From an optimization exercise on the open Yosys and OpenROAD flow, aimed at small area and a short achievable clock period; shortcuts taken in it are not production practice.
Only simulation tests tie the RTL to the original design; equivalence was not proved.
No activity file was given, so power comes from the tool's default toggle rates.

**constraint.sdc**
```tcl
create_clock -name core_clock -period 4.4 [get_ports {clock}]
set_input_delay 0.8800 -clock core_clock [delete_from_list [all_inputs] [get_ports {clock}]]
set_output_delay 0.8800 -clock core_clock [all_outputs]
set_load 0.01 [all_outputs]
```
**run.sh**
```bash
#!/bin/bash
# synth_recipe.tcl (not shown) runs the flow's synth.tcl, then flattens the netlist and writes it again
# the make line also repeats each setting of config.mk as NAME=value (left out here)
make -C /OpenROAD-flow-scripts/flow DESIGN_CONFIG=/design/flow/config.mk WORK_HOME=/design/flow/orfs CLKGATE_MAP_FILE= SYNTH_SCRIPT=/design/flow/synth_recipe.tcl finish
```
**config.mk**
```make
export PLATFORM = sky130hd
export DESIGN_NAME = neander_mem_resp
export DESIGN_NICKNAME = neander_mem_resp
export VERILOG_FILES = /design/flow/design.v
export SDC_FILE = /design/flow/constraint.sdc
export NUM_CORES = 4
export LEC_CHECK = 0
export CAP_MARGIN = 20
export CORE_MARGIN = 2
export CORE_UTILIZATION = 40
export SLEW_MARGIN = 20
```
**design.v**
```verilog
`default_nettype none
module neander_mem_resp #(
    parameter int WAIT_CYCLES = 1,
    parameter int DATA_W      = 8
) (
    input  logic              clock,
    input  logic              RESET,
    input  logic [7:0]        endM,
    input  logic [DATA_W-1:0] dataIN,
    input  logic              read,
    input  logic              write,
    output logic [DATA_W-1:0] dataOUT,
    output logic              ready,
    input  logic              ld_we,
    input  logic [7:0]        ld_addr,
    input  logic [DATA_W-1:0] ld_data,
    output logic [DATA_W-1:0] io_out,
    output logic              ld_rdy
);
    localparam logic [1:0] S_IDLE = 2'd0;
    localparam logic [1:0] S_ACPT = 2'd1;
    localparam logic [1:0] S_BUSY = 2'd2;
    localparam logic [1:0] S_DONE = 2'd3;
    localparam logic [3:0] C_CNT_LOAD = 4'((WAIT_CYCLES > 0) ? (WAIT_CYCLES - 1) : 0);
    logic [1:0]        r_state;
    logic [3:0]        r_cnt;
    logic [7:0]        r_addr;
    logic [DATA_W-1:0] r_data;
    logic              r_op_wr;
    logic [DATA_W-1:0] r_dout;
    logic [DATA_W-1:0] r_mem [256];
    logic              w_to_done;
    logic              w_io_hit;
    logic              w_ld_we;
    logic              w_cpu_we;
    logic [DATA_W-1:0] w_rd_word;
    assign w_to_done = ((r_state == S_ACPT) && (WAIT_CYCLES == 0)) ||
                       ((r_state == S_BUSY) && (r_cnt == 4'd0));
    logic [DATA_W-1:0] r_io;
    assign w_io_hit  = (r_addr == 8'hFF);
    assign w_rd_word = w_io_hit ? r_io : r_mem[r_addr];
    assign io_out    = r_io;
    assign w_ld_we  = ld_we && (r_state == S_IDLE) && !RESET;
    assign w_cpu_we = w_to_done && r_op_wr && !w_io_hit && !RESET;
    always_ff @(posedge clock) begin
        if (w_ld_we) begin
            r_mem[ld_addr] <= ld_data;
        end else if (w_cpu_we) begin
            r_mem[r_addr] <= r_data;
        end
    end
    always_ff @(posedge clock) begin
        if (RESET) begin
            r_state <= S_IDLE;
            r_cnt   <= 4'd0;
            r_addr  <= 8'd0;
            r_data  <= '0;
            r_op_wr <= 1'b0;
            r_dout  <= '0;
            r_io    <= '0;
        end else begin
            case (r_state)
                S_IDLE: begin
                    if (!ld_we && (write || read)) begin
                        r_addr  <= endM;
                        r_op_wr <= write;
                        if (write) begin
                            r_data <= dataIN;
                        end
                        r_state <= S_ACPT;
                    end
                end
                S_ACPT: begin
                    if (WAIT_CYCLES == 0) begin
                        r_state <= S_DONE;
                    end else begin
                        r_cnt   <= C_CNT_LOAD;
                        r_state <= S_BUSY;
                    end
                end
                S_BUSY: begin
                    if (r_cnt == 4'd0) begin
                        r_state <= S_DONE;
                    end else begin
                        r_cnt <= r_cnt - 4'd1;
                    end
                end
                default: begin
                    r_state <= S_IDLE;
                end
            endcase
            if (w_to_done) begin
                if (!r_op_wr) begin
                    r_dout <= w_rd_word;
                end
                else if (w_io_hit) begin
                    r_io <= r_data;
                end
            end
        end
    end
    assign dataOUT = r_dout;
    assign ready   = (r_state == S_DONE);
    assign ld_rdy  = (r_state == S_IDLE);
endmodule
`default_nettype wire
```
==> flow_metrics.tcl, run 1 <==
set metrics [dict create \
    outcome "no timing/DRC/antenna violations" \
    finalPower_w 0.0443 \
    crit_path_end_kind "flop" \
    first_pass_iters 6 \
    yosysWarnings 1 \
    wl_per_cell_um 30.3 \
    fin_skew_ns 0.0293 \
    critPathArrivalTime_ns 4.54 \
    rsz0062_at_grt "false" \
    seqPwrFrac 0.501 \
    antenna_found_initial 3 \
    async_flop_share 0 \
    synth_edf_count 2048 \
    slew_viol_final 0 \
    start_util 0.402 \
    required_ns 4.86 \
    track_usage 0.210 \
    grt_pass1_wl_mm 316 \
    synth_top_area_share 0.748 \
    synth.distinct_cells 73 \
    power.internal_w 0.0334 \
    p_switching_w 0.0109 \
    antenna_left 0 \
    design_area_um2 95100 \
    synth_area_um2 82300 \
    nets 4551 \
    start_kind "flop" \
    drive_gt1_frac 0.275 \
    io-pin-count 55 \
    mostFrequentLayoutCells "2048 x edfxtp_1, 461 x mux4_2, 422 x buf_4, 341 x nor2_1, 203 x clkbuf_16" \
    fp.dieW_um 457 \
    tightest_slew_ns 1.06 \
    max_slew_margin 0.285 \
    die_h_um 457 \
    crit_fanout 17 \
    grt_max_degree 121 \
    sw_frac_of_total 0.245 \
    overflow 0 \
    design.core.area_um2 205000 \
    fmax_mhz 245 \
    h-tree-depth 4 \
    synth.area.top_cells "edfxtp_1 75%, mux4_2 13%, mux2i_1 2.1%" \
    dp_slack_ns 0.0417 \
    clkPwrFrac 0.377 \
    clock_latency_ns 0.84 \
    synth-main-ff-cell "edfxtp_1" \
    tns_ns 0 \
    syn_area_per_cell_um2 20.4 \
    finalCriticalPeriod_ns 4.08 \
    leakage_nw 29.6 \
    final_common_cell "edfxtp_1" \
    setup_viol 0 \
    worst-setup-path-type "flop to flop" \
    yosys_register_bits 2095 \
    clk_path_buf_depth 3 \
    drt-total-wl_mm 223 \
    vias_per_cell 5.78 \
    portBuffers 54 \
    clkSinkCount 2095 \
    max_cap_viol_count 0 \
    syn2layout_area_growth_pct 15.6 \
    synth_cells 4028 \
    dp_hpwl_mm 143 \
    hold_viol_final 0 \
    hp-class "flop to flop" \
    dpl_cell_area_um2 88800 \
    seq_area_frac_synth 0.759 \
    drtIter0Drc 4988 \
    yosysTopAreaCell "edfxtp_1" \
    cts_resized 0 \
    finalCritPeriodShare 0.927 \
    comb_power_share 0.121 \
    cts_tree "yes" \
    peakVddDrop_uv 412 \
    hold_buffers 0 \
    dieArea_um2 209000 \
    vias 42600 \
    powerDensity_nw_per_um2 466 \
    row_count 166 \
    clk_pin_slew_worst_paths_ns 0.06 \
    gp_congestion 0.914 \
    root_buffer "clkbuf_16" \
    post-route-worst-setup-slack_ns 0.321 \
    drc 0 \
    cts_setup_buffers 0 \
    grt_pass1_vias 42500 \
    cts_made_buffers 202 \
    syn_nets 4070 \
]
[critical path: stages (launching register included)]
cell and delay, ns:
dfxtp_1 0.33, inv_1 0.06, ha_1 0.19, or3b_1 0.42, nor2_1 0.26, and4_2 0.64, nand2_1 0.18, o31ai_4 0.14
nand3_1 0.51, buf_4 0.42, nor2_1 0.53
[path summary, 6_finish.rpt]
kind,startpoint,endpoint,slack [ns],cells after the start
worst min register to register,r_cnt[1],r_cnt[1],0.47,2
worst max register to register,r_cnt[0],r_mem[76][0],0.32,10
worst max-delay path,r_cnt[0],r_mem[76][0],0.32,10
worst min-delay path,r_cnt[1],r_cnt[1],0.47,2
[per-layer routing]
metal	track usage	up-vias	wire, um
met5	0	-	13
met4	0.0639	2	6810
met3	0.0419	326	17600
met2	0.340	1917	108000
met1	0.289	22700	90200
li1	-	17600	-
[Yosys cell counts (all sizes together) (11+ instances only)]
cell type and instances:
nor4 11, dfxtp 47, a22o 15, o21ai 56, a22oi 73, and2 12
buf 193, inv 16, nand4 13, edfxtp 2048, clkbuf 46, nor2b 11
a21oi 50, nand2 107, nor2 344, nand2b 12, nand3 52, mux4 467
o22ai 32, mux2 32, mux2i 171, o211ai 12, a221oi 24, a211oi 15
o31ai 15, o221ai 19, nand3b 15, nor3 24
[sequential cells by signal, summed over array words and instances (netlist names), named ones only]
name / count
r_addr: 8
r_io: 8
r_data: 8
r_op_wr: 1
r_dout: 8
r_cnt: 4
r_mem: 2048
r_state: 2
[power by group through the flow]
stage / sequential, W / clock (W) / combinational (W)
detailed placement: 0.0226 / 0 / 0.00538
global route: 0.0222 / 0.0177 / 0.00563
global placement: 0.0226 / 0 / 0.00535
finish: 0.0222 / 0.0167 / 0.00538
CTS: 0.0222 / 0.0170 / 0.00539
floorplan: 0.0225 / 0 / 0.00333
[cells by family (layout without fill, tap and decap cells)]
family                   Yosys count  after routing  synth area share
buffers and inverters            255            896            0.0192
AO/OA/AOI/OAI                    378            378            0.0336
AND/OR/NAND/NOR                  625            625            0.0340
multiplexers                     670            670             0.153
other                              0              2                 0
flip-flops                      2095           2095             0.759
adder cells (fa/ha/maj)            5              5          0.000761
[cell type report]
cell class,count,area [um^2]
Antenna cell,2,5.00
Clock buffer,264,5400
Clock inverter,100,900
Fill cell,16900,110000
Inverter,16,60.1
Multi-Input combinational cell,1678,18400
Sequential cell,2095,62500
Tap cell,2688,3360
Timing Repair Buffer,516,4510
[stage by stage]
step                      hold WS [ns]  utilization  std cells
after global routing             0.514        0.465       7358
after floorplan                  0.441            -       4028
after global placement           0.462        0.434       6993
after CTS                        0.469        0.465       7357
final                            0.470        0.465       7359
after detailed placement         0.461        0.434       6993
==> run 2: changes to the inputs <==
==> design.v (replaced) <==
`default_nettype none
module neander_mem_resp #(
    parameter int WAIT_CYCLES = 1,
    parameter int DATA_W      = 8
) (
    input  logic              clock,
    input  logic              RESET,
    input  logic [7:0]        endM,
    input  logic [DATA_W-1:0] dataIN,
    input  logic              read,
    input  logic              write,
    output logic [DATA_W-1:0] dataOUT,
    output logic              ready,
    input  logic              ld_we,
    input  logic [7:0]        ld_addr,
    input  logic [DATA_W-1:0] ld_data,
    output logic [DATA_W-1:0] io_out,
    output logic              ld_rdy
);
    localparam int NWORDS = 255;
    logic              r_idle, r_s1, r_s2, r_s3;
    logic [7:0]        r_addr;
    logic [DATA_W-1:0] r_data;
    logic              r_op_wr;
    logic              r_wcommit;
    logic [DATA_W-1:0] r_dout;
    logic [DATA_W-1:0] r_rd;
    logic [DATA_W-1:0] r_io;
    logic [DATA_W-1:0] r_mem [NWORDS];
    logic              w_accept;
    logic              w_io_hit;
    logic [NWORDS-1:0] w_sel;
    logic [DATA_W-1:0] w_rd_word;
    assign w_accept = r_idle && !ld_we && (read || write);
    assign w_io_hit = (r_addr == 8'hFF);
    always_comb begin
        for (int w = 0; w < NWORDS; w++) begin
            w_sel[w] = (r_addr == 8'(w));
        end
    end
    always_comb begin
        w_rd_word = '0;
        for (int w = 0; w < NWORDS; w++) begin
            w_rd_word = w_rd_word | ({DATA_W{w_sel[w]}} & r_mem[w]);
        end
    end
    always_ff @(posedge clock) begin
        for (int w = 0; w < NWORDS; w++) begin
            if (r_wcommit && w_sel[w]) begin
                r_mem[w] <= r_data;
            end
        end
    end
    always_ff @(posedge clock) begin
        if (r_idle) begin
            r_addr  <= ld_we ? ld_addr : endM;
            r_data  <= ld_we ? ld_data : dataIN;
            r_op_wr <= write;
        end
    end
    always_ff @(posedge clock) begin
        r_rd <= w_rd_word;
    end
    always_ff @(posedge clock) begin
        if (RESET) begin
            r_idle    <= 1'b1;
            r_s1      <= 1'b0;
            r_s2      <= 1'b0;
            r_s3      <= 1'b0;
            r_wcommit <= 1'b0;
            r_dout    <= '0;
            r_io      <= '0;
        end else begin
            r_idle    <= (r_idle && !w_accept) || r_s3;
            r_s1      <= w_accept;
            r_s2      <= r_s1;
            r_s3      <= r_s2;
            r_wcommit <= (r_idle && ld_we) || (r_s2 && r_op_wr);
            if (r_s2) begin
                if (!r_op_wr) begin
                    r_dout <= w_io_hit ? r_io : r_rd;
                end else if (w_io_hit) begin
                    r_io <= r_data;
                end
            end
        end
    end
    assign dataOUT = r_dout;
    assign ready   = r_s3;
    assign ld_rdy  = r_idle;
    assign io_out  = r_io;
endmodule
`default_nettype wire
==> run 2 against run 1 <==
- now fails the layout checks on setup timing
- combinational power is 48% lower
- sequential power hardly changed
- highest routed layer unchanged
- worst setup slack worse by 0.53 ns
- worst hold slack worse by 0.030 ns
- non-clock buffer count is 115 higher
- cell count is 8.8% higher
- clock power is 13% higher
- design area is 1.6% lower
==> flow_metrics.tcl, run 2 <==
set metrics [dict create \
    outcome "failed layout checks" \
    so.violations "setup timing" \
    nets 5219 \
    top_register "r_mem" \
    grt_pass1_vias 50300 \
    antenna_found_initial 40 \
    mostFrequentLayoutCells "2057 x edfxtp_1, 509 x buf_4, 427 x a22oi_1, 321 x nand3_1, 276 x nor2_1" \
    powerDensity_nw_per_um2 469 \
    synth_area_um2 78400 \
    crit_fanout 20 \
    cts_made_buffers 211 \
    portBuffers 54 \
    setup_viol 4 \
    synth_most_common_cell "edfxtp_1" \
    syn2layout_area_growth_pct 19.3 \
    cpPeakStageDelay_ns 0.81 \
    hp-start "r_s1" \
    fmax_mhz 217 \
    design.core.area_um2 195000 \
    start_kind "flop" \
    h-tree-depth 4 \
    startpoint "r_addr[3]" \
    seq_area_frac_synth 0.795 \
    fp.dieW_um 447 \
    tightest_slew_ns 1.29 \
    r2r_start "r_addr[3]" \
    overflow 0 \
    clock_latency_ns 0.91 \
    largest_register_ffs 2040 \
    vias 55100 \
    cp_slowest_cell "nor4_1" \
    clk_pin_slew_worst_paths_ns 0.07 \
    path_cells "nand4bb_2 > nor2_1 > buf_4 > a22oi_1 > nand3_1 > nor4_1 > nand4_1 > or4_1" \
    required_ns 5.18 \
    start_util 0.403 \
    drive_gt1_frac 0.181 \
    peakVddDrop_uv 434 \
    synth_top_area_share 0.788 \
    max_cap_viol_count 0 \
    rsz0062_at_grt "false" \
    finalPower_w 0.0439 \
    row_count 162 \
    leakage_nw 29.7 \
    yosysWarnings 2 \
    critPathArrivalTime_ns 5.38 \
    root_buffer "clkbuf_16" \
    dieArea_um2 200000 \
    syn_nets 4725 \
    whs_ns 0.440 \
    grt_pass1_wl_mm 478 \
    max_slew_margin 0.142 \
    clk_path_buf_depth 3 \
    gp_congestion 1.11 \
    first_pass_iters 8 \
    synth_cells 4688 \
    async_flop_share 0 \
    hp-class "flop to flop" \
    wl_per_cell_um 46.0 \
    drtIter0Drc 11900 \
    cts_tree "yes" \
    grt_max_degree 161 \
    track_usage 0.363 \
    die_h_um 447 \
    ys_top_cells_by_count "2057 x edfxtp_1, 427 x a22oi_1, 321 x nand3_1" \
    antenna_left 0 \
    io-pin-count 55 \
    fin_skew_ns 0.0633 \
    finalCritPeriodShare 1.05 \
    vias_per_cell 6.88 \
    yosysTopAreaCell "edfxtp_1" \
    crit_path_end_kind "flop" \
    clkSinkCount 2086 \
    synth.area.top_cells "edfxtp_1 79%, a22oi_1 4.1%, a32oi_1 2.3%" \
    yosys_register_bits 2086 \
    drt-total-wl_mm 368 \
    post-route-worst-setup-slack_ns -0.206 \
    syn_area_per_cell_um2 16.7 \
    hold_viol_final 0 \
    synth-main-ff-cell "edfxtp_1" \
    slew_viol_final 0 \
    final_common_cell "edfxtp_1" \
    synth_edf_count 2057 \
    dp_hpwl_mm 256 \
    synth.distinct_cells 52 \
    worst-setup-path-type "flop to flop" \
    finalCriticalPeriod_ns 4.61 \
    tns_ns -0.347 \
    drc 0 \
]
[run 2: cell types whose count changed in the layout (fill, tap and decap cells not counted), moves of 87 or more]
cell | before | now
buf_4 | 422 | 509
mux2i_1 | 171 | 0
a22oi_1 | 73 | 427
nand3_1 | 48 | 321
o22ai_1 | 32 | 120
a32oi_1 | 2 | 203
mux4_2 | 461 | 0
and3_1 | 2 | 144
[run 2: path summary, 6_finish.rpt]
| path | end | slack (ns) | depth (start not counted) |
|---|---|---|---|
| max | r_rd[6] | -0.21 | 8 |
| min | r_s2 | 0.44 | 1 |
| max reg2reg | r_rd[6] | -0.21 | 8 |
| min reg2reg | r_s2 | 0.44 | 1 |
[run 2: cell type report]
class                   instances  area (um^2)
diodes                         17         42.5
clock buffers                 248         5420
multi-input cells            2252        15000
flip-flops and latches       2086        62400
fillers                     16500       101000
well taps                    2624         3280
repair buffers                631         5690
clock inverters               145         1770
[run 2: critical path: cells and delay by family (launching register included)]
family                 cells  cell delay (ns)
and+or+nand+nor            6             2.89
DFF                        1             0.76
buffers and inverters      1             0.28
AOI/OAI and AO/OA          1             0.51
[run 2: where the power goes]
part / internal [W] / total (W) / leakage (nW) / switching [W]
sequential: 0.0222 / 0.0223 / 18.7 / 0.000128
combinational: 0.000624 / 0.00280 / 7.52 / 0.00218
clock: 0.0107 / 0.0188 / 3.47 / 0.00805
total: 0.0336 / 0.0439 / 29.7 / 0.0104
[run 2: logic make-up (layout without fill, tap and decap cells)]
group                  count (synthesis)  in the layout  share of synthesized area
buffers and inverters                350           1024                     0.0181
and+or+nand+nor                     1155           1155                     0.0771
other                                  0             17                          0
muxes                                 16             16                    0.00230
AOI/OAI and AO/OA                   1081           1081                      0.108
DFF                                 2086           2086                      0.795
[run 2: per-layer routing]
metal / vias up / global-route usage / part of all wire
met5: - / 0.00708 / 0.00098
met4: 26 / 0.236 / 0.080
met3: 1148 / 0.147 / 0.15
met2: 5046 / 0.507 / 0.41
met1: 28200 / 0.465 / 0.36
li1: 20600 / - / -
[run 2: per-stage QoR]
| stage | utilization | worst slack, ns | cells | cell area [um^2] |
|---|---|---|---|---|
| after floorplan | - | 0.351 | 4688 | 78400 |
| after global placement | 0.442 | -0.268 | 7580 | 86200 |
| after detailed placement | 0.443 | -0.0625 | 7583 | 86200 |
| after CTS | 0.480 | 0.00877 | 7976 | 93400 |
| after global routing | 0.480 | 0.0207 | 7988 | 93500 |
| final | 0.480 | -0.206 | 8003 | 93500 |
[run 2: timing repair]
action                     4_1_cts  5_1_grt
hold buffers                     0        0
gates resized for setup          2        1
setup endpoints to repair        2        4
buffers inserted                 0        9
pin swaps                        0        2
==> run 3: changes to the inputs <==
--- a/design.v
+++ b/design.v
@@ -18,30 +18,48 @@
     output logic              ld_rdy
 );
     localparam int NWORDS = 255;
+    localparam int NGRP   = 4;            
+    localparam int GW     = 256 / NGRP;   
     logic              r_idle, r_s1, r_s2, r_s3;
-    logic [7:0]        r_addr;
+    logic [15:0]       r_hi;              
+    logic [15:0]       r_lo;              
     logic [DATA_W-1:0] r_data;
     logic              r_op_wr;
     logic              r_wcommit;
     logic [DATA_W-1:0] r_dout;
-    logic [DATA_W-1:0] r_rd;
+    logic [DATA_W-1:0] r_rd [NGRP];
     logic [DATA_W-1:0] r_io;
     logic [DATA_W-1:0] r_mem [NWORDS];
     logic              w_accept;
     logic              w_io_hit;
+    logic [7:0]        w_addr;
     logic [NWORDS-1:0] w_sel;
+    logic [DATA_W-1:0] w_grp [NGRP];
     logic [DATA_W-1:0] w_rd_word;
     assign w_accept = r_idle && !ld_we && (read || write);
-    assign w_io_hit = (r_addr == 8'hFF);
+    assign w_io_hit = r_hi[15] && r_lo[15];
+    assign w_addr   = ld_we ? ld_addr : endM;
     always_comb begin
         for (int w = 0; w < NWORDS; w++) begin
-            w_sel[w] = (r_addr == 8'(w));
+            w_sel[w] = r_hi[w / 16] && r_lo[w % 16];
+        end
+    end
+    always_comb begin
+        for (int g = 0; g < NGRP; g++) begin
+            w_grp[g] = '0;
+            for (int i = 0; i < GW; i++) begin
+                if (g * GW + i < NWORDS) begin
+                    w_grp[g] = w_grp[g] | ({DATA_W{w_sel[g * GW + i]}} & r_mem[g * GW + i]);
+                end
+            end
         end
     end
     always_comb begin
         w_rd_word = '0;
-        for (int w = 0; w < NWORDS; w++) begin
-            w_rd_word = w_rd_word | ({DATA_W{w_sel[w]}} & r_mem[w]);
+        for (int g = 0; g < NGRP; g++) begin
+            if (r_hi[g * (16 / NGRP) +: (16 / NGRP)] != '0) begin
+                w_rd_word = w_rd_word | r_rd[g];
+            end
         end
     end
     always_ff @(posedge clock) begin
@@ -53,13 +71,18 @@
     end
     always_ff @(posedge clock) begin
         if (r_idle) begin
-            r_addr  <= ld_we ? ld_addr : endM;
+            for (int i = 0; i < 16; i++) begin
+                r_hi[i] <= (w_addr[7:4] == 4'(i));
+                r_lo[i] <= (w_addr[3:0] == 4'(i));
+            end
             r_data  <= ld_we ? ld_data : dataIN;
             r_op_wr <= write;
         end
     end
     always_ff @(posedge clock) begin
-        r_rd <= w_rd_word;
+        for (int g = 0; g < NGRP; g++) begin
+            r_rd[g] <= w_grp[g];
+        end
     end
     always_ff @(posedge clock) begin
         if (RESET) begin
@@ -78,7 +101,7 @@
             r_wcommit <= (r_idle && ld_we) || (r_s2 && r_op_wr);
             if (r_s2) begin
                 if (!r_op_wr) begin
-                    r_dout <= w_io_hit ? r_io : r_rd;
+                    r_dout <= w_io_hit ? r_io : w_rd_word;
                 end else if (w_io_hit) begin
                     r_io <= r_data;
                 end
--- a/config.mk
+++ b/config.mk
@@ -7,5 +7,6 @@
 export LEC_CHECK = 0
 export CAP_MARGIN = 20
 export CORE_MARGIN = 2
-export CORE_UTILIZATION = 40
+export CORE_UTILIZATION = 60
+export SETUP_SLACK_MARGIN = 1.9
 export SLEW_MARGIN = 20
==> run 3 against run 2 <==
- design area is 4.9% lower
- the run now finishes clean
- synthesized cell count shrank 4.2%
- count of clock-buffer cells in the layout up 42
- power is 0.36% higher
- maximum frequency up 80%
- non-clock buffer count decreased by 348
- critical endpoint is now r_rd[0][2]
- register-to-register slack better by 2.0 ns
- routed wire length shrank 33%
- combinational power is 37% higher
- highest routed layer unchanged
- largest power group unchanged
- cell count down 18%
- worst setup slack better by 2.0 ns
- core utilization rose by 21 points
==> flow_metrics.tcl, run 3 <==
set metrics [dict create \
    outcome "no timing/DRC/antenna violations" \
    yosysWarnings 4 \
    drt-total-wl_mm 248 \
    synth.distinct_cells 49 \
    portBuffers 54 \
    drtIter0Drc 9253 \
    grt_max_degree 142 \
    hp-class "flop to flop" \
    top_regs "r_mem (2040), r_rd (32)" \
    top_register "r_mem" \
    fmax_mhz 391 \
    die_h_um 366 \
    yosysTopAreaCell "edfxtp_1" \
    h-tree-depth 4 \
    vias 47800 \
    synth_area_um2 78700 \
    nets 4651 \
    slew_viol_final 0 \
    final_common_cell "edfxtp_1" \
    rsz0062_at_grt "true" \
    seq_area_frac_synth 0.807 \
    power.internal_w 0.0335 \
    dp_hpwl_mm 140 \
    clock_latency_ns 0.84 \
    syn2layout_area_growth_pct 13.0 \
    clk_pin_slew_worst_paths_ns 0.07 \
    largest_register_ffs 2040 \
    hold_buffers 0 \
    grt_pass1_vias 44900 \
    fp.dieW_um 366 \
    synth_most_common_cell "edfxtp_1" \
    ys_top_cells_by_count "2081 x edfxtp_1, 608 x a22oi_1, 267 x and3_1" \
    synth.area.top_cells "edfxtp_1 79%, a22oi_1 5.8%, a22o_1 2.2%" \
    max_cap_viol_count 0 \
    synth-main-ff-cell "edfxtp_1" \
    required_ns 5.07 \
    io-pin-count 55 \
    clkPwrFrac 0.387 \
    p_switching_w 0.0105 \
    max_slew_margin 0.222 \
    drc 0 \
    synth_cells 4492 \
    powerDensity_nw_per_um2 495 \
    async_flop_share 0 \
    yosys_register_bits 2134 \
    finalCritPeriodShare 0.581 \
    leakage_nw 29.1 \
    antenna_left 0 \
    gp_congestion 0.895 \
    crit_fanout 60 \
    fin_skew_ns 0.0306 \
    start_util 0.606 \
    finalCriticalPeriod_ns 2.56 \
    worst-setup-path-type "flop to flop" \
    crit_path_end_kind "flop" \
    tns_ns 0 \
    cts_tree "yes" \
    finalPower_w 0.0441 \
    mostFrequentLayoutCells "2081 x edfxtp_1, 603 x a22oi_1, 267 x and3_1, 218 x clkbuf_16, 196 x a22o_1" \
    whs_ns 0.466 \
    vias_per_cell 7.33 \
    dieArea_um2 134000 \
    root_buffer "clkbuf_16" \
    cts_made_buffers 205 \
    antenna_found_initial 3 \
    dp_slack_ns 1.55 \
    clkSinkCount 2134 \
    peakVddDrop_uv 426 \
    seqPwrFrac 0.526 \
    first_pass_iters 9 \
    syn_area_per_cell_um2 17.5 \
    start_kind "flop" \
    drive_gt1_frac 0.110 \
    post-route-worst-setup-slack_ns 1.84 \
    track_usage 0.362 \
    grt_pass1_wl_mm 345 \
    sw_frac_of_total 0.239 \
    row_count 132 \
    syn_nets 4529 \
    hold_viol_final 0 \
    comb_power_share 0.087 \
    design.core.area_um2 130000 \
    overflow 0 \
    tightest_slew_ns 1.17 \
    setup_viol 0 \
    synth_edf_count 2081 \
    wl_per_cell_um 38.1 \
    clk_path_buf_depth 3 \
    synth_top_area_share 0.794 \
    critPathArrivalTime_ns 3.23 \
]
[run 3: cell types whose count changed in the layout (fill, tap and decap cells not counted), sizes merged, moves of 122 or more]
cell	before	now
a22oi	428	608
a32oi	203	8
and3	145	267
buf	576	225
nand3	321	162
nor2	282	64
[run 3: final cells by class]
type,instances,area (um^2)
Timing Repair Buffer,283,3000
Antenna cell,1,2.50
Fill cell,8700,40900
Sequential cell,2134,63600
Tap cell,1742,2180
Clock inverter,83,699
Inverter,24,90.1
Clock buffer,290,5690
Multi-Input combinational cell,1966,13700
[run 3: cell families after synthesis]
group,Yosys count,share of synthesized area
DFF,2134,0.807
AOI/OAI and AO/OA,1226,0.122
and+or+nand+nor,732,0.0505
buffers and inverters,392,0.0193
muxes,8,0.00114
[run 3: power by group through the flow]
stage | clock network [W] | logic, W | registers, W
2_1_floorplan | 0 | 0.00155 | 0.0237
3_3_place_gp | 0 | 0.00348 | 0.0236
3_5_place_dp | 0 | 0.00351 | 0.0236
4_1_cts | 0.0171 | 0.00363 | 0.0232
5_1_grt | 0.0179 | 0.00395 | 0.0231
6_report | 0.0171 | 0.00384 | 0.0232
[run 3: critical path: stages (launching register included)]
cell      delay (ns)
edfxtp_1        0.46
buf_12          0.21
buf_6           0.31
a22o_1          0.24
a222oi_1        0.33
nand3_1         0.25
a211oi_2        0.29
nand4_1         0.12
[run 3: layer usage]
layer | part of all wire | track usage | wire length, um | vias to the layer above
li1 | - | - | - | 19100
met1 | 0.38 | 0.531 | 95100 | 24500
met2 | 0.46 | 0.549 | 115000 | 3612
met3 | 0.12 | 0.0680 | 28800 | 533
met4 | 0.040 | 0.131 | 10000 | 2
met5 | 0.000048 | 0 | 12 | -
[run 3: stage by stage]
stage               std cells  cell area, um^2  utilization
global route             6522            88900        0.685
finish                   6523            89000        0.685
CTS                      6491            88500        0.682
floorplan                4492            78700            -
global placement         6080            81800        0.630
detailed placement       6080            81800        0.630
[run 3: repair_timing]
item	in CTS	in global routing
gates cloned	0	7
pin swaps	4	17
endpoints found under the setup margin	58	18
gates resized for setup	30	28
setup buffers	38	23
endpoints found under the hold margin	0	0
[run 3: worst paths after layout]
path | from | end | slack (ns) | depth (start not counted)
setup / recovery | r_lo[12] | r_rd[0][2] | 1.84 | 7
hold / removal | r_s1 | r_s2 | 0.47 | 1
setup reg to reg | r_lo[12] | r_rd[0][2] | 1.84 | 7
hold reg to reg | r_s1 | r_s2 | 0.47 | 1
==> run 4: changes to the inputs <==
--- a/design.v
+++ b/design.v
@@ -18,7 +18,7 @@
     output logic              ld_rdy
 );
     localparam int NWORDS = 255;
-    localparam int NGRP   = 4;            
+    localparam int NGRP   = 8;            
     localparam int GW     = 256 / NGRP;   
     logic              r_idle, r_s1, r_s2, r_s3;
     logic [15:0]       r_hi;              
@@ -71,10 +71,6 @@
     end
     always_ff @(posedge clock) begin
         if (r_idle) begin
-            for (int i = 0; i < 16; i++) begin
-                r_hi[i] <= (w_addr[7:4] == 4'(i));
-                r_lo[i] <= (w_addr[3:0] == 4'(i));
-            end
             r_data  <= ld_we ? ld_data : dataIN;
             r_op_wr <= write;
         end
@@ -91,6 +87,8 @@
             r_s2      <= 1'b0;
             r_s3      <= 1'b0;
             r_wcommit <= 1'b0;
+            r_hi      <= '0;
+            r_lo      <= '0;
             r_dout    <= '0;
             r_io      <= '0;
         end else begin
@@ -99,6 +97,12 @@
             r_s2      <= r_s1;
             r_s3      <= r_s2;
             r_wcommit <= (r_idle && ld_we) || (r_s2 && r_op_wr);
+            if (r_idle) begin
+                for (int i = 0; i < 16; i++) begin
+                    r_hi[i] <= (w_addr[7:4] == 4'(i));
+                    r_lo[i] <= (w_addr[3:0] == 4'(i));
+                end
+            end
             if (r_s2) begin
                 if (!r_op_wr) begin
                     r_dout <= w_io_hit ? r_io : w_rd_word;
--- a/config.mk
+++ b/config.mk
@@ -5,8 +5,11 @@
 export SDC_FILE = /design/flow/constraint.sdc
 export NUM_CORES = 4
 export LEC_CHECK = 0
+export ABC_CLOCK_PERIOD_IN_PS = 1800
 export CAP_MARGIN = 20
 export CORE_MARGIN = 2
 export CORE_UTILIZATION = 60
-export SETUP_SLACK_MARGIN = 1.9
+export CTS_CLUSTER_DIAMETER = 100
+export CTS_CLUSTER_SIZE = 24
+export SETUP_SLACK_MARGIN = 2.1
 export SLEW_MARGIN = 20
==> run 4 against run 3 <==
- first-iteration DRC count shrank 25%
- global-route usage is 3.5 points lower
- cell count down 4.9%
==> flow_metrics.tcl, run 4 <==
set metrics [dict create \
    grt_pass1_vias 42000 \
    start_kind "flop" \
    synth_cells 4435 \
    dp_slack_ns 1.41 \
    worst-setup-path-type "flop to flop" \
    comb_power_share 0.043 \
    cts_made_buffers 100 \
    whs_ns 0.462 \
    gp_congestion 0.901 \
    synth_area_um2 79300 \
    tightest_slew_ns 1.24 \
    power.internal_w 0.0276 \
    powerDensity_nw_per_um2 413 \
    crit_path_end_kind "flop" \
    finalCritPeriodShare 0.538 \
    top_register "r_mem" \
    die_h_um 367 \
    finalCriticalPeriod_ns 2.37 \
    ys_top_cells_by_count "2049 x edfxtp_1, 475 x a22oi_1, 311 x a22o_1" \
    track_usage 0.326 \
    setup_viol 0 \
    overflow 0 \
    reg2regPathDepth 4 \
    synth.distinct_cells 44 \
    outcome "no timing/DRC/antenna violations" \
    syn_nets 4472 \
    vias_per_cell 7.20 \
    fp.dieW_um 367 \
    grt_max_degree 201 \
    dp_hpwl_mm 123 \
    cpPeakStageDelay_ns 0.77 \
    crit_fanout 32 \
    design.core.area_um2 131000 \
    final_common_cell "edfxtp_1" \
    root_buffer "clkbuf_16" \
    wl_per_cell_um 36.2 \
    max_slew_margin 0.170 \
    h-tree-depth 3 \
    first_pass_iters 8 \
    grt_pass1_wl_mm 315 \
    io-pin-count 55 \
    slew_viol_final 0 \
    clkPwrFrac 0.305 \
    seq_area_frac_synth 0.806 \
    synth.area.top_cells "edfxtp_1 78%, a22oi_1 4.5%, a22o_1 3.4%" \
    clock_latency_ns 0.75 \
    drive_gt1_frac 0.0680 \
    synth_edf_count 2049 \
    async_flop_share 0 \
    yosys_register_bits 2166 \
    mostFrequentLayoutCells "2049 x edfxtp_1, 475 x a22oi_1, 311 x a22o_1, 294 x and3_1, 219 x a221oi_1" \
    hold_buffers 0 \
    leakage_nw 27.0 \
    rsz0062_at_grt "true" \
    peakVddDrop_uv 381 \
    tns_ns 0 \
    design_area_um2 85100 \
    p_switching_w 0.00752 \
    largest_register_ffs 2040 \
    synth_most_common_cell "edfxtp_1" \
    fmax_mhz 422 \
    yosysWarnings 4 \
    clk_pin_slew_worst_paths_ns 0.10 \
    vias 44600 \
    synth_top_area_share 0.776 \
    clk_path_buf_depth 3 \
    antenna_found_initial 5 \
    seqPwrFrac 0.652 \
    required_ns 5.05 \
    cts_tree "yes" \
    post-route-worst-setup-slack_ns 2.03 \
    critPathArrivalTime_ns 3.02 \
    hold_viol_final 0 \
    fin_skew_ns 0.0243 \
    dpl_cell_area_um2 81700 \
    top_regs "r_mem (2040), r_rd (64)" \
    drc 0 \
    sw_frac_of_total 0.214 \
    syn_area_per_cell_um2 17.9 \
    hp-class "flop to flop" \
    yosysTopAreaCell "edfxtp_1" \
    syn2layout_area_growth_pct 7.37 \
    drtIter0Drc 6957 \
    portBuffers 54 \
    max_cap_viol_count 0 \
    dieArea_um2 135000 \
    min_path_cells 1 \
    antenna_left 0 \
    utilization 0.648 \
    row_count 133 \
    drt-total-wl_mm 224 \
    path_cells "a22o_1 > a221oi_1 > nand4_1 > a22o_1" \
    start_util 0.604 \
    cp_slowest_cell "a221oi_1" \
    clkSinkCount 2166 \
    synth-main-ff-cell "edfxtp_1" \
    nets 4393 \
    cp_common_cell "a22o_1" \
]
[run 4: worst paths after layout]
check / from / end / slack, ns
max: r_lo[12] / r_rd[7][3] / 2.03
min: r_s1 / r_s2 / 0.46
max reg2reg: r_lo[12] / r_rd[7][3] / 2.03
min reg2reg: r_s1 / r_s2 / 0.46
[run 4: area by class of cell]
type	instances	area, um^2
clock buffer	183	2860
multi-input combinational	1898	13800
fill	8963	46200
sequential	2166	63900
antenna	3	7.51
timing repair inverter	1	5.00
timing repair buffer	178	2200
tap	1755	2200
clock inverter	6	71.3
inverter	11	45.0
[run 4: cell families (layout without fill, tap and decap cells)]
logic type / count (synthesis) / after routing / share of synthesized area
DFF: 2166 / 2166 / 0.806
other: 0 / 3 / 0
buffers and inverters: 371 / 379 / 0.0216
AOI/OAI and AO/OA: 1228 / 1228 / 0.124
muxes: 14 / 14 / 0.00193
and+or+nand+nor: 656 / 656 / 0.0462
[run 4: critical path: cells and delay by family, from the launching register on]
kind | cells | cell delay, ns
compound gates | 3 | 1.39
flops | 1 | 0.52
simple gates | 1 | 0.34
[run 4: per-stage QoR]
stage | instances | power (W)
2_1_floorplan | 4435 | 0.0242
3_3_place_gp | 5989 | 0.0248
3_5_place_dp | 5989 | 0.0248
4_1_cts | 6193 | 0.0352
5_1_grt | 6200 | 0.0360
6_report | 6201 | 0.0351
[run 4: power groups by stage]
stage               registers [W]  clock network (W)  logic (W)
global route               0.0229             0.0115    0.00160
floorplan                  0.0237                  0   0.000500
CTS                        0.0229             0.0108    0.00148
finish                     0.0229             0.0107    0.00152
global placement           0.0234                  0    0.00141
detailed placement         0.0234                  0    0.00144
[run 4: timing repair]
action,in CTS,in global routing
gates cloned,0,2
pin swaps,1,1
endpoints found under the setup margin,1232,209
buffers inserted,15,2
gates resized for setup,43,38
[run 4: per-layer routing]
layer / vias to the layer above / track usage / part of all wire
li1: 18400 / - / -
met1: 23200 / 0.488 / 0.40
met2: 2722 / 0.487 / 0.45
met3: 295 / 0.0753 / 0.11
met4: 4 / 0.0865 / 0.028
met5: - / 0.0142 / 0.0010
==> run 5: changes to the inputs <==
--- a/design.v
+++ b/design.v
@@ -18,7 +18,7 @@
     output logic              ld_rdy
 );
     localparam int NWORDS = 255;
-    localparam int NGRP   = 8;            
+    localparam int NGRP   = 16;           
     localparam int GW     = 256 / NGRP;   
     logic              r_idle, r_s1, r_s2, r_s3;
     logic [15:0]       r_hi;              
@@ -49,7 +49,7 @@
             w_grp[g] = '0;
             for (int i = 0; i < GW; i++) begin
                 if (g * GW + i < NWORDS) begin
-                    w_grp[g] = w_grp[g] | ({DATA_W{w_sel[g * GW + i]}} & r_mem[g * GW + i]);
+                    w_grp[g] = w_grp[g] | ({DATA_W{r_lo[i]}} & r_mem[g * GW + i]);
                 end
             end
         end
==> flow/run.sh (new file) <==
#!/bin/bash
# The standard layout, with one change: the port buffers that buffer_ports
# inserts on every input and output are buf_4 cells rather than the delay-cell
# buffers it picks by default. Everything else (synthesis, floorplan, power
# grid, placement, CTS, routing) is standard.sh unchanged.
set -euo pipefail
export BUFFER_PORTS_ARGS="-buffer_cell sky130_fd_sc_hd__buf_4"
bash standard.sh finish > standard_finish.log 2>&1
==> standard.sh (new file) <==
#!/bin/bash
# synth_recipe.tcl (not shown) runs the flow's synth.tcl, then flattens the netlist and writes it again
# the make line also repeats each setting of config.mk as NAME=value (left out here)
make -C /OpenROAD-flow-scripts/flow DESIGN_CONFIG=/design/flow/config.mk WORK_HOME=/design/flow/orfs CLKGATE_MAP_FILE= SYNTH_SCRIPT=/design/flow/synth_recipe.tcl "${@:-finish}"
removed: run.sh
==> run 5 against run 4 <==
- global-route usage decreased by 0.59 points
- highest routed layer unchanged
- critical path depth decreased by 2
- sequential power increased by 4%
- non-clock buffer count down 23
- count of clock-buffer cells in the layout up 4
- still clean on timing, DRC and antenna
==> flow_metrics.tcl, run 5 <==
set metrics [dict create \
    max_cap_viol_count 0 \
    hold_viol_final 0 \
    row_count 134 \
    start_util 0.602 \
    ys_top_cells_by_count "2049 x edfxtp_1, 488 x a22o_1, 443 x a221oi_1" \
    top_regs "r_mem (2040), r_rd (128)" \
    fmax_mhz 432 \
    antenna_found_initial 8 \
    synth_area_um2 80100 \
    seq_area_frac_synth 0.814 \
    yosys_register_bits 2230 \
    synth_cells 4226 \
    drtIter0Drc 6776 \
    vias 43600 \
    io-pin-count 55 \
    crit_path_end_kind "output pin" \
    track_usage 0.320 \
    clkSinkCount 2230 \
    finalCriticalPeriod_ns 2.32 \
    async_flop_share 0 \
    drive_gt1_frac 0.0874 \
    root_buffer "clkbuf_16" \
    fin_skew_ns 0.0326 \
    yosysWarnings 4 \
    finalCritPeriodShare 0.526 \
    vias_per_cell 7.26 \
    gp_congestion 0.860 \
    slew_viol_final 0 \
    synth_edf_count 2049 \
    clock_latency_ns 0.76 \
    synth-main-ff-cell "edfxtp_1" \
    crit_family "flip-flops" \
    cts_tree "yes" \
    min_to "r_op_wr" \
    fp.dieW_um 369 \
    hold_buffers 0 \
    peakVddDrop_uv 393 \
    drt-total-wl_mm 221 \
    crit_fanout 13 \
    cpPeakStageDelay_ns 0.37 \
    worst-setup-path-type "flop to output pin" \
    portBuffers 54 \
    synth.area.top_cells "edfxtp_1 77%, a22o_1 5.3%, a221oi_1 4.8%" \
    overflow 0 \
    grt_pass1_wl_mm 312 \
    rsz0062_at_grt "true" \
    synth.distinct_cells 37 \
    nFillCells 8959 \
    start_kind "flop" \
    die_h_um 369 \
    antenna_left 0 \
    outcome "no timing/DRC/antenna violations" \
    leakage_nw 27.1 \
    mostFrequentLayoutCells "2049 x edfxtp_1, 488 x a22o_1, 443 x a221oi_1, 263 x and3_1, 153 x dfxtp_1" \
    critPathArrivalTime_ns 1.44 \
    tns_ns 0 \
    first_pass_iters 5 \
    top_register "r_mem" \
    grt_pass1_vias 41900 \
    wl_per_cell_um 36.8 \
    setup_viol 0 \
    yosysTopAreaCell "edfxtp_1" \
    reg2reg_slack_ns 2.13 \
    final_common_cell "edfxtp_1" \
    syn2layout_area_growth_pct 6.81 \
    hp-start "write" \
    cp.buffers_inverters 2 \
    dp_hpwl_mm 128 \
    r2r-end "r_mem[2][7]" \
    syn_area_per_cell_um2 18.9 \
    largest_register_ffs 2040 \
    syn_nets 4263 \
    tightest_slew_ns 1.20 \
    dieArea_um2 136000 \
    powerDensity_nw_per_um2 424 \
    min_path_cells 1 \
    h-tree-depth 3 \
    synth_most_common_cell "edfxtp_1" \
    nets 4192 \
    grt_max_degree 156 \
    hp-class "primary input to flop" \
    max_slew_margin 0.197 \
    required_ns 3.52 \
    r2r_start "r_lo[2]" \
    drc 0 \
    synth_top_area_share 0.768 \
    utilization 0.643 \
    path_cells "buf_12 > buf_4" \
    clk_path_buf_depth 3 \
    design.core.area_um2 133000 \
    clk_pin_slew_worst_paths_ns 0.10 \
    reg2regPathDepth 2 \
    cp_slowest_cell "dfxtp_1" \
    cts_made_buffers 102 \
]
==> run 5: cell types whose count changed in the layout (fill, tap and decap cells not counted), sizes merged, moves of 54 or more <==
cell | before | now
a22oi | 476 | 108
a221oi | 228 | 488
a22o | 311 | 488
nand3 | 82 | 8
dfxtp | 117 | 181
nand2 | 83 | 29
==> run 5: worst reg2reg max path: stages, from the launching register on <==
cell and delay, ns:
dfxtp_4 0.86, buf_12 0.44, and3_1 0.61
==> run 5: power breakdown <==
group / internal, W / switching, W
logic: 0.000388 / 0.00121
registers: 0.0235 / 0.000296
clock network: 0.00451 / 0.00631
total: 0.0284 / 0.00781
==> run 5: worst max-delay path by stage <==
stage                        endpoint      start  depth (start not counted)  slack [ns]
after floorplan           r_mem[0][0]  r_data[0]                          0        0.35
after global placement      r_dout[1]    r_hi[9]                          4        1.71
after detailed placement      r_lo[1]      ld_we                          5        1.99
after CTS                      ld_rdy     r_idle                          2        2.02
after global routing           ld_rdy     r_idle                          2        2.03
final                          ld_rdy     r_idle                          2        2.08
==> run 5: metrics by stage <==
step                worst slack (ns)  std cells  power (W)  hold WS, ns  instance area (um^2)
floorplan                      0.351       4226     0.0250        0.414                 80100
global placement                1.71       5809     0.0258        0.433                 82300
detailed placement              1.99       5809     0.0259        0.429                 82300
CTS                             2.02       6007     0.0363        0.352                 85400
global route                    2.03       6011     0.0371        0.364                 85500
finish                          2.08       6013     0.0363        0.408                 85500
==> run 5: kinds of logic after synthesis <==
logic type | after synthesis | synth area share
buffers and inverters | 338 | 0.0197
multiplexers | 16 | 0.00228
AND/OR/NAND/NOR | 494 | 0.0367
AO/OA/AOI/OAI | 1148 | 0.128
flip-flops | 2230 | 0.814
==> run 5: layout make-up <==
class	instances	area, um^2	area share
Timing Repair Buffer	155	1730	0.0202
Antenna cell	2	5.00	0.0000585
Clock inverter	5	43.8	0.000512
Tap cell	1768	2210	0.0259
Multi-Input combinational cell	1658	13400	0.156
Sequential cell	2230	65200	0.763
Clock buffer	187	2900	0.0339
Inverter	8	30.0	0.000351
==> run 5: metal layers <==
layer,track usage,part of all wire,vias up
met5,0,0.00010,-
met4,0.0779,0.028,4
met3,0.0633,0.10,310
met2,0.504,0.47,2568
met1,0.467,0.40,22900
li1,-,-,17800
==> run 5: what timing repair did <==
item,in CTS,in global routing
cloned,0,0
setup endpoints to repair,386,46
resized for setup,11,5
endpoints found under the hold margin,0,0
pin swaps,0,0
setup buffers,6,3
==> run 6: changes to the inputs <==
--- a/design.v
+++ b/design.v
@@ -25,7 +25,9 @@
     logic [15:0]       r_lo;              
     logic [DATA_W-1:0] r_data;
     logic              r_op_wr;
-    logic              r_wcommit;
+    logic              r_ldrdy;           
+    logic [15:0]       r_whi;             
+    logic [15:0]       r_wlo;             
     logic [DATA_W-1:0] r_dout;
     logic [DATA_W-1:0] r_rd [NGRP];
     logic [DATA_W-1:0] r_io;
@@ -33,17 +35,15 @@
     logic              w_accept;
     logic              w_io_hit;
     logic [7:0]        w_addr;
-    logic [NWORDS-1:0] w_sel;
+    logic              w_ld_take;
+    logic              w_cpu_wr;
     logic [DATA_W-1:0] w_grp [NGRP];
     logic [DATA_W-1:0] w_rd_word;
     assign w_accept = r_idle && !ld_we && (read || write);
     assign w_io_hit = r_hi[15] && r_lo[15];
     assign w_addr   = ld_we ? ld_addr : endM;
-    always_comb begin
-        for (int w = 0; w < NWORDS; w++) begin
-            w_sel[w] = r_hi[w / 16] && r_lo[w % 16];
-        end
-    end
+    assign w_ld_take = r_idle && ld_we;
+    assign w_cpu_wr  = r_s2 && r_op_wr;
     always_comb begin
         for (int g = 0; g < NGRP; g++) begin
             w_grp[g] = '0;
@@ -64,7 +64,7 @@
     end
     always_ff @(posedge clock) begin
         for (int w = 0; w < NWORDS; w++) begin
-            if (r_wcommit && w_sel[w]) begin
+            if (r_whi[w / 16] && r_wlo[w % 16]) begin
                 r_mem[w] <= r_data;
             end
         end
@@ -86,7 +86,9 @@
             r_s1      <= 1'b0;
             r_s2      <= 1'b0;
             r_s3      <= 1'b0;
-            r_wcommit <= 1'b0;
+            r_ldrdy   <= 1'b1;
+            r_whi     <= '0;
+            r_wlo     <= '0;
             r_hi      <= '0;
             r_lo      <= '0;
             r_dout    <= '0;
@@ -96,7 +98,11 @@
             r_s1      <= w_accept;
             r_s2      <= r_s1;
             r_s3      <= r_s2;
-            r_wcommit <= (r_idle && ld_we) || (r_s2 && r_op_wr);
+            r_ldrdy   <= !(w_accept || r_s1 || r_s2);
+            for (int i = 0; i < 16; i++) begin
+                r_whi[i] <= (w_ld_take && (ld_addr[7:4] == 4'(i))) || (w_cpu_wr && r_hi[i]);
+                r_wlo[i] <= (w_ld_take && (ld_addr[3:0] == 4'(i))) || (w_cpu_wr && r_lo[i]);
+            end
             if (r_idle) begin
                 for (int i = 0; i < 16; i++) begin
                     r_hi[i] <= (w_addr[7:4] == 4'(i));
@@ -114,7 +120,7 @@
     end
     assign dataOUT = r_dout;
     assign ready   = r_s3;
-    assign ld_rdy  = r_idle;
+    assign ld_rdy  = r_ldrdy;
     assign io_out  = r_io;
 endmodule
 `default_nettype wire
--- a/config.mk
+++ b/config.mk
@@ -11,5 +11,5 @@
 export CORE_UTILIZATION = 60
 export CTS_CLUSTER_DIAMETER = 100
 export CTS_CLUSTER_SIZE = 24
-export SETUP_SLACK_MARGIN = 2.1
+export SETUP_SLACK_MARGIN = 2.15
 export SLEW_MARGIN = 20
==> run 6 against run 5 <==
- core utilization grew 0.35 points
- sequential cell count grew 32
- clock power grew 4%
- register-to-register slack gained 0.07 ns
- sequential power grew 2%
- combinational power shrank 6%
- critical endpoint is now io_out[0]
- highest routed layer unchanged
==> flow_metrics.tcl, run 6 <==
set metrics [dict create \
    outcome "no timing/DRC/antenna violations" \
    row_count 134 \
    final_common_cell "edfxtp_1" \
    synth_most_common_cell "edfxtp_1" \
    overflow 0 \
    reg2regPathDepth 1 \
    min_to "r_op_wr" \
    track_usage 0.339 \
    grt_max_degree 257 \
    multi_input_area_um2 13500 \
    cts_made_buffers 104 \
    clk_pin_slew_worst_paths_ns 0.10 \
    finalCriticalPeriod_ns 2.24 \
    seqPwrFrac 0.657 \
    dp_hpwl_mm 132 \
    cpPeakStageDelay_ns 0.43 \
    grt_pass1_vias 41200 \
    clock_latency_ns 0.77 \
    io-pin-count 55 \
    finalCritPeriodShare 0.508 \
    drt-total-wl_mm 236 \
    slew_viol_final 0 \
    hp-start "write" \
    start_kind "flop" \
    antenna_found_initial 22 \
    syn_area_per_cell_um2 18.7 \
    min_path_cells 1 \
    regArea_um2 65900 \
    r2r_start "r_wlo[4]" \
    crit_path_end_kind "output pin" \
    synth_edf_count 2049 \
    cp_slowest_cell "dfxtp_2" \
    dieArea_um2 137000 \
    hp-class "primary input to flop" \
    mostFrequentLayoutCells "2049 x edfxtp_1, 490 x a22o_1, 486 x a221oi_1, 256 x and2_1, 163 x dfxtp_1" \
    synth_area_um2 80500 \
    wl_per_cell_um 38.2 \
    required_ns 3.52 \
    yosysWarnings 4 \
    reg2reg_slack_ns 2.20 \
    seq_area_frac_synth 0.818 \
    peakVddDrop_uv 398 \
    nFillCells 9243 \
    tightest_slew_ns 1.27 \
    fmax_mhz 447 \
    clkPwrFrac 0.302 \
    syn2layout_area_growth_pct 7.11 \
    power.internal_w 0.0289 \
    drtIter0Drc 7598 \
    syn_nets 4347 \
    die_h_um 370 \
    vias_per_cell 7.24 \
    crit_fanout 3 \
    r2r-end "r_mem[52][1]" \
    utilization 0.647 \
    gp_congestion 0.889 \
    design.core.area_um2 133000 \
    top_regs "r_mem (2040), r_rd (128)" \
    nets 4291 \
    path_cells "buf_4" \
    drc 0 \
    synth_cells 4310 \
    cts_tree "yes" \
    drive_gt1_frac 0.0757 \
    top_register "r_mem" \
    setup_viol 0 \
    tns_ns 0 \
    clkSinkCount 2262 \
    start_util 0.604 \
    vias 44600 \
    sw_frac_of_total 0.217 \
    largest_register_ffs 2040 \
    yosys_register_bits 2262 \
    h-tree-depth 3 \
    max_slew_margin 0.155 \
    ys_top_cells_by_count "2049 x edfxtp_1, 490 x a22o_1, 488 x a221oi_1" \
    synth_top_area_share 0.765 \
    p_switching_w 0.00802 \
    cp.buffers_inverters 1 \
    hold_viol_final 0 \
    whs_ns 0.343 \
    synth.area.top_cells "edfxtp_1 76%, a22o_1 5.3%, a221oi_1 5.3%" \
    rsz0062_at_grt "false" \
    yosysTopAreaCell "edfxtp_1" \
    fin_skew_ns 0.0276 \
    root_buffer "clkbuf_16" \
    portBuffers 54 \
    worst-setup-path-type "flop to output pin" \
    grt_pass1_wl_mm 325 \
    critPathArrivalTime_ns 1.36 \
    clk_path_buf_depth 3 \
    synth-main-ff-cell "edfxtp_1" \
    first_pass_iters 7 \
    crit_family "flip-flops" \
    fp.dieW_um 370 \
    comb_power_share 0.041 \
    async_flop_share 0 \
    max_cap_viol_count 0 \
    powerDensity_nw_per_um2 428 \
    synth.distinct_cells 36 \
    leakage_nw 26.5 \
    antenna_left 0 \
]
==> run 6: cell types whose count changed after synthesis, sizes merged, moves of 4 or more <==
cell	change
o32ai	-8
a21o	+5
dfxtp	+32
nor3	+9
and3	-254
buf	-87
a22oi	+24
nor2b	+4
and2	+256
nor2	+39
a32oi	+8
clkbuf	+52
==> run 6: how the worst max path moves through the flow <==
stage | endpoint | slack [ns] | from | cells after the start
4_1_cts | dataOUT[7] | 2.11 | r_dout[7] | 1
2_1_floorplan | r_mem[0][0] | 0.35 | r_data[0] | 0
6_report | io_out[0] | 2.16 | r_io[0] | 1
5_1_grt | io_out[2] | 2.15 | r_io[2] | 1
3_5_place_dp | r_lo[5] | 2.14 | ld_we | 5
3_3_place_gp | r_rd[13][0] | 2.15 | r_lo[2] | 5
==> run 6: cell families (layout without fill, tap and decap cells) <==
group,Yosys count,after routing,synth area share
flip-flops,2262,2262,0.818
AO/OA/AOI/OAI,1179,1179,0.125
AND/OR/NAND/NOR,550,550,0.0402
buffers and inverters,303,337,0.0150
multiplexers,16,16,0.00218
other,0,59,0
==> run 6: what timing repair did <==
action / CTS / global route
setup endpoints to repair: 17 / 12
gates resized for setup: 25 / 4
setup buffers: 0 / 4
hold buffers: 0 / 0
endpoints found under the hold margin: 0 / 0
==> run 6: per-layer routing <==
layer  GRT usage  up-vias  wire length (um)
met5           0        -                48
met4      0.0907        8              6230
met3      0.0709      334             26400
met2       0.510     2760            109000
met1       0.511    23500             94400
li1            -    18100                 -
==> run 6: cell type report <==
| cell class | count | share of cell area |
|---|---|---|
| Timing Repair Buffer | 133 | 0.0157 |
| Clock inverter | 4 | 0.000537 |
| Inverter | 8 | 0.000348 |
| Antenna cell | 59 | 0.00171 |
| Clock buffer | 192 | 0.0348 |
| Multi-Input combinational cell | 1745 | 0.157 |
| Sequential cell | 2262 | 0.765 |
| Tap cell | 1768 | 0.0257 |
==> run 6: power groups by stage <==
| stage | clock, W | combinational, W | sequential, W |
|---|---|---|---|
| 2_1_floorplan | 0 | 0.000529 | 0.0249 |
| 4_1_cts | 0.0112 | 0.00147 | 0.0243 |
| 5_1_grt | 0.0119 | 0.00160 | 0.0243 |
| 3_3_place_gp | 0 | 0.00144 | 0.0248 |
| 3_5_place_dp | 0 | 0.00147 | 0.0247 |
| 6_report | 0.0112 | 0.00151 | 0.0243 |
==> run 6: through the flow <==
step / total power (W) / worst slack (ns) / std cells / instance area [um^2]
2_1_floorplan: 0.0254 / 0.351 / 4310 / 80500
3_3_place_gp: 0.0262 / 2.15 / 5911 / 82800
3_5_place_dp: 0.0262 / 2.14 / 5911 / 82800
4_1_cts: 0.0369 / 2.11 / 6107 / 85900
5_1_grt: 0.0377 / 2.15 / 6121 / 86100
6_report: 0.0369 / 2.16 / 6171 / 86200
==> run 7: changes to the inputs <==
--- a/design.v
+++ b/design.v
@@ -22,7 +22,8 @@
     localparam int GW     = 256 / NGRP;   
     logic              r_idle, r_s1, r_s2, r_s3;
     logic [15:0]       r_hi;              
-    logic [15:0]       r_lo;              
+    logic [15:0]       r_lo [2];          
+    logic              r_iohit;           
     logic [DATA_W-1:0] r_data;
     logic              r_op_wr;
     logic              r_ldrdy;           
@@ -40,7 +41,7 @@
     logic [DATA_W-1:0] w_grp [NGRP];
     logic [DATA_W-1:0] w_rd_word;
     assign w_accept = r_idle && !ld_we && (read || write);
-    assign w_io_hit = r_hi[15] && r_lo[15];
+    assign w_io_hit = r_iohit;
     assign w_addr   = ld_we ? ld_addr : endM;
     assign w_ld_take = r_idle && ld_we;
     assign w_cpu_wr  = r_s2 && r_op_wr;
@@ -49,7 +50,7 @@
             w_grp[g] = '0;
             for (int i = 0; i < GW; i++) begin
                 if (g * GW + i < NWORDS) begin
-                    w_grp[g] = w_grp[g] | ({DATA_W{r_lo[i]}} & r_mem[g * GW + i]);
+                    w_grp[g] = w_grp[g] | ({DATA_W{r_lo[g / 8][i]}} & r_mem[g * GW + i]);
                 end
             end
         end
@@ -90,7 +91,9 @@
             r_whi     <= '0;
             r_wlo     <= '0;
             r_hi      <= '0;
-            r_lo      <= '0;
+            r_lo[0]   <= '0;
+            r_lo[1]   <= '0;
+            r_iohit   <= 1'b0;
             r_dout    <= '0;
             r_io      <= '0;
         end else begin
@@ -101,13 +104,16 @@
             r_ldrdy   <= !(w_accept || r_s1 || r_s2);
             for (int i = 0; i < 16; i++) begin
                 r_whi[i] <= (w_ld_take && (ld_addr[7:4] == 4'(i))) || (w_cpu_wr && r_hi[i]);
-                r_wlo[i] <= (w_ld_take && (ld_addr[3:0] == 4'(i))) || (w_cpu_wr && r_lo[i]);
+                r_wlo[i] <= (w_ld_take && (ld_addr[3:0] == 4'(i))) ||
+                            (w_cpu_wr && (r_lo[0][i] || r_lo[1][i]));
             end
             if (r_idle) begin
                 for (int i = 0; i < 16; i++) begin
-                    r_hi[i] <= (w_addr[7:4] == 4'(i));
-                    r_lo[i] <= (w_addr[3:0] == 4'(i));
+                    r_hi[i]    <= (w_addr[7:4] == 4'(i));
+                    r_lo[0][i] <= !w_addr[7] && (w_addr[3:0] == 4'(i));
+                    r_lo[1][i] <=  w_addr[7] && (w_addr[3:0] == 4'(i));
                 end
+                r_iohit <= (w_addr == 8'hFF);
             end
             if (r_s2) begin
                 if (!r_op_wr) begin
--- a/config.mk
+++ b/config.mk
@@ -11,5 +11,5 @@
 export CORE_UTILIZATION = 60
 export CTS_CLUSTER_DIAMETER = 100
 export CTS_CLUSTER_SIZE = 24
-export SETUP_SLACK_MARGIN = 2.15
+export SETUP_SLACK_MARGIN = 2.2
 export SLEW_MARGIN = 20
==> run 7 against run 6 <==
- the layout now fails its checks (antenna rules)
- combinational power shrank 17%
- clock power is essentially flat
- non-clock buffer count shrank 2
- critical endpoint is now r_dout[6]
- design area grew 0.73%
- largest power group unchanged
- critical path depth grew 3
- sequential share of layout area shrank 0.11 points
- via count grew 0.49%
- cell count grew 0.97%
- largest cell class unchanged
- first-iteration DRC count shrank 13%
- worst hold slack lost 0.033 ns
==> flow_metrics.tcl, run 7 <==
set metrics [dict create \
    fp.dieW_um 372 \
    wl_per_cell_um 37.7 \
    largest_register_ffs 2040 \
    clk_pin_slew_worst_paths_ns 0.10 \
    tns_ns 0 \
    dpl_cell_area_um2 83500 \
    required_ns 5.01 \
    crit_fanout 10 \
    h-tree-depth 3 \
    overflow 0 \
    cpPeakStageDelay_ns 0.62 \
    whs_ns 0.310 \
    top_register "r_mem" \
    fmax_mhz 455 \
    hp-class "primary input to flop" \
    row_count 135 \
    synth_top_area_share 0.757 \
    fin_skew_ns 0.0196 \
    path_cells "a22o_1 > a221oi_1 > and3_1 > a211oi_1" \
    seq_area_frac_synth 0.814 \
    async_flop_share 0 \
    synth_area_um2 81200 \
    grt_max_degree 187 \
    yosysWarnings 5 \
    synth_most_common_cell "edfxtp_1" \
    worst-setup-path-type "flop to flop" \
    grt_pass1_vias 41800 \
    grt_pass1_wl_mm 326 \
    tightest_slew_ns 1.23 \
    ys_top_cells_by_count "2049 x edfxtp_1, 503 x a221oi_1, 500 x a22o_1" \
    start_kind "flop" \
    nets 4361 \
    max_cap_viol_count 0 \
    clock_latency_ns 0.76 \
    slew_viol_final 0 \
    powerDensity_nw_per_um2 423 \
    cp.buffers_inverters 0 \
    drive_gt1_frac 0.0757 \
    grt_util_met3 0.0702 \
    die_h_um 372 \
    nFillCells 9264 \
    clkSinkCount 2279 \
    root_buffer "clkbuf_16" \
    crit_family "compound AO/OA/AOI/OAI gates" \
    peakVddDrop_uv 504 \
    track_usage 0.338 \
    hold_viol_final 0 \
    dp_hpwl_mm 135 \
    finalPower_w 0.0367 \
    syn_area_per_cell_um2 18.5 \
    io-pin-count 55 \
    antenna_left 1 \
    gp_congestion 0.879 \
    cts_made_buffers 104 \
    outcome "failed layout checks" \
    design.core.area_um2 135000 \
    syn_nets 4434 \
    drtIter0Drc 6627 \
    portBuffers 54 \
    synth_edf_count 2049 \
    leakage_nw 26.6 \
    drc 0 \
    drt-total-wl_mm 235 \
    finalCriticalPeriod_ns 2.20 \
    antenna_found_initial 32 \
    design_area_um2 86800 \
    dieArea_um2 138000 \
    synth_cells 4397 \
    cts_tree "yes" \
    so.violations "antenna rules" \
    cp_slowest_cell "a221oi_1" \
    mostFrequentLayoutCells "2049 x edfxtp_1, 502 x a221oi_1, 500 x a22o_1, 257 x and2_1, 164 x dfxtp_1" \
    synth.area.top_cells "edfxtp_1 76%, dfxtp_1 5.7%, a221oi_1 5.4%" \
    final_common_cell "edfxtp_1" \
    clk_path_buf_depth 3 \
    yosysTopAreaCell "edfxtp_1" \
    grtUsageMet1 0.499 \
    first_pass_iters 8 \
    finalCritPeriodShare 0.500 \
    setup_viol 0 \
    synth.distinct_cells 45 \
    vias 44900 \
    rsz0062_at_grt "true" \
    vias_per_cell 7.20 \
    critPathArrivalTime_ns 2.81 \
    synth-main-ff-cell "edfxtp_1" \
    syn2layout_area_growth_pct 6.88 \
    crit_path_end_kind "flop" \
    start_util 0.602 \
    grt_most_used_layer "met2" \
    grt_use_met2 0.514 \
    max_slew_margin 0.182 \
    top_regs "r_mem (2040), r_rd (128), r_lo (32)" \
    yosys_register_bits 2279 \
]
## run 7: changes by cell type after synthesis, moves of 8 or more
cell      change
a21oi_1      +21
o21ai_0       +9
clkbuf_1     +14
buf_1        +11
and3_1       +12
nor3_2       -16
a22oi_1      -17
buf_2        -11
a211oi_1      +8
dfxtp_1      +17
a221oi_1     +15
a22o_1       +10
nand3b_1     +13
## run 7: final cells by class
cell class                 count  area (um^2)  area share
clock inverter                 2         17.5    0.000202
multi-input combinational   1805        13900       0.160
clock buffer                 195         3050      0.0351
timing repair buffer         131         1250      0.0144
sequential                  2279        66300       0.764
antenna                       35         87.6     0.00101
tap                         1781         2230      0.0257
inverter                       3         11.3    0.000130
## run 7: metal layers
metal | vias up | wire (um) | share of wire
li1 | 18300 | - | -
met1 | 23500 | 94300 | 0.40
met2 | 2624 | 108000 | 0.46
met3 | 355 | 24800 | 0.11
met4 | 20 | 7590 | 0.032
met5 | - | 117 | 0.00050
## run 7: what timing repair did
action,CTS,global route
pin swaps,0,0
gates cloned,0,0
setup buffers,3,2
endpoints found under the setup margin,22,5
resized for setup,42,4
hold buffers,0,0
## run 7: path summary, 6_finish.rpt
path / cells past startpoint / startpoint / endpoint / slack [ns]
hold reg to reg: 1 / r_s1 / r_s2 / 0.47
hold / removal: 1 / write / r_op_wr / 0.31
setup / recovery: 4 / r_hi[7] / r_dout[6] / 2.20
setup reg to reg: 4 / r_hi[7] / r_dout[6] / 2.20
## run 7: stage by stage
| step | std cells | util | setup WS [ns] |
|---|---|---|---|
| 4_1_cts | 6192 | 0.642 | 2.17 |
| 6_report | 6231 | 0.643 | 2.20 |
| 2_1_floorplan | 4397 | - | 0.351 |
| 3_5_place_dp | 5992 | 0.619 | 1.92 |
| 3_3_place_gp | 5992 | 0.619 | 1.93 |
| 5_1_grt | 6198 | 0.643 | 2.20 |
## run 7: power breakdown
part	total [W]	switching, W	internal, W
registers	0.0242	0.000251	0.0240
logic	0.00126	0.000989	0.000275
clock network	0.0112	0.00648	0.00471
total	0.0367	0.00772	0.0290
## run 7: kinds of logic after synthesis
kind of cell,synth area share
flops,0.814
mux,0.00142
compound gates,0.128
buf+inv,0.0152
simple gates,0.0411

separate check: timing with driven ports:
The flow's constraints put no driver on any port. The routed layouts listed below were extracted and timed again, unchanged, in two steps. Step 1, drivers: a clkbuf_16 drives clock and a buf_2 each remaining input, both assumed. Step 2, shift: input delay + t, output delay - t, t = (earliest + latest rising clock arrival at the registers) / 2. This alone moves slack from input paths to output paths. Slacks: ideal ports / drivers / drivers and shift; pairs: ideal ports / drivers.
| run | t (ns) | setup WS [ns] | worst hold slack (ns) | worst setup path at the end |
|---|---|---|---|---|
| run 1 | 0.909 | 0.321 / 0.321 / 0.046 | 0.470 / 0.470 / 0.470 | input to register |
| run 2 | 0.978 | -0.206 / -0.206 / -0.206 | 0.440 / 0.440 / 0.440 | register to register |
| run 3 | 0.899 | 1.843 / 1.843 / 1.643 | 0.466 / 0.466 / 0.466 | input to register |
| run 4 | 0.805 | 2.032 / 2.032 / 1.713 | 0.462 / 0.462 / 0.462 | input to register |
| run 5 | 0.825 | 2.085 / 2.001 / 1.930 | 0.408 / 0.351 / 0.468 | input to register |
| run 6 | 0.835 | 2.164 / 2.082 / 2.097 | 0.343 / 0.286 / 0.472 | input to register |
| run 7 | 0.825 | 2.201 / 2.144 / 1.749 | 0.310 / 0.381 / 0.471 | input to register |
The setup slack of run 7, which loses most, moves by -0.057 ns with the drivers and by -0.452 ns with both steps.
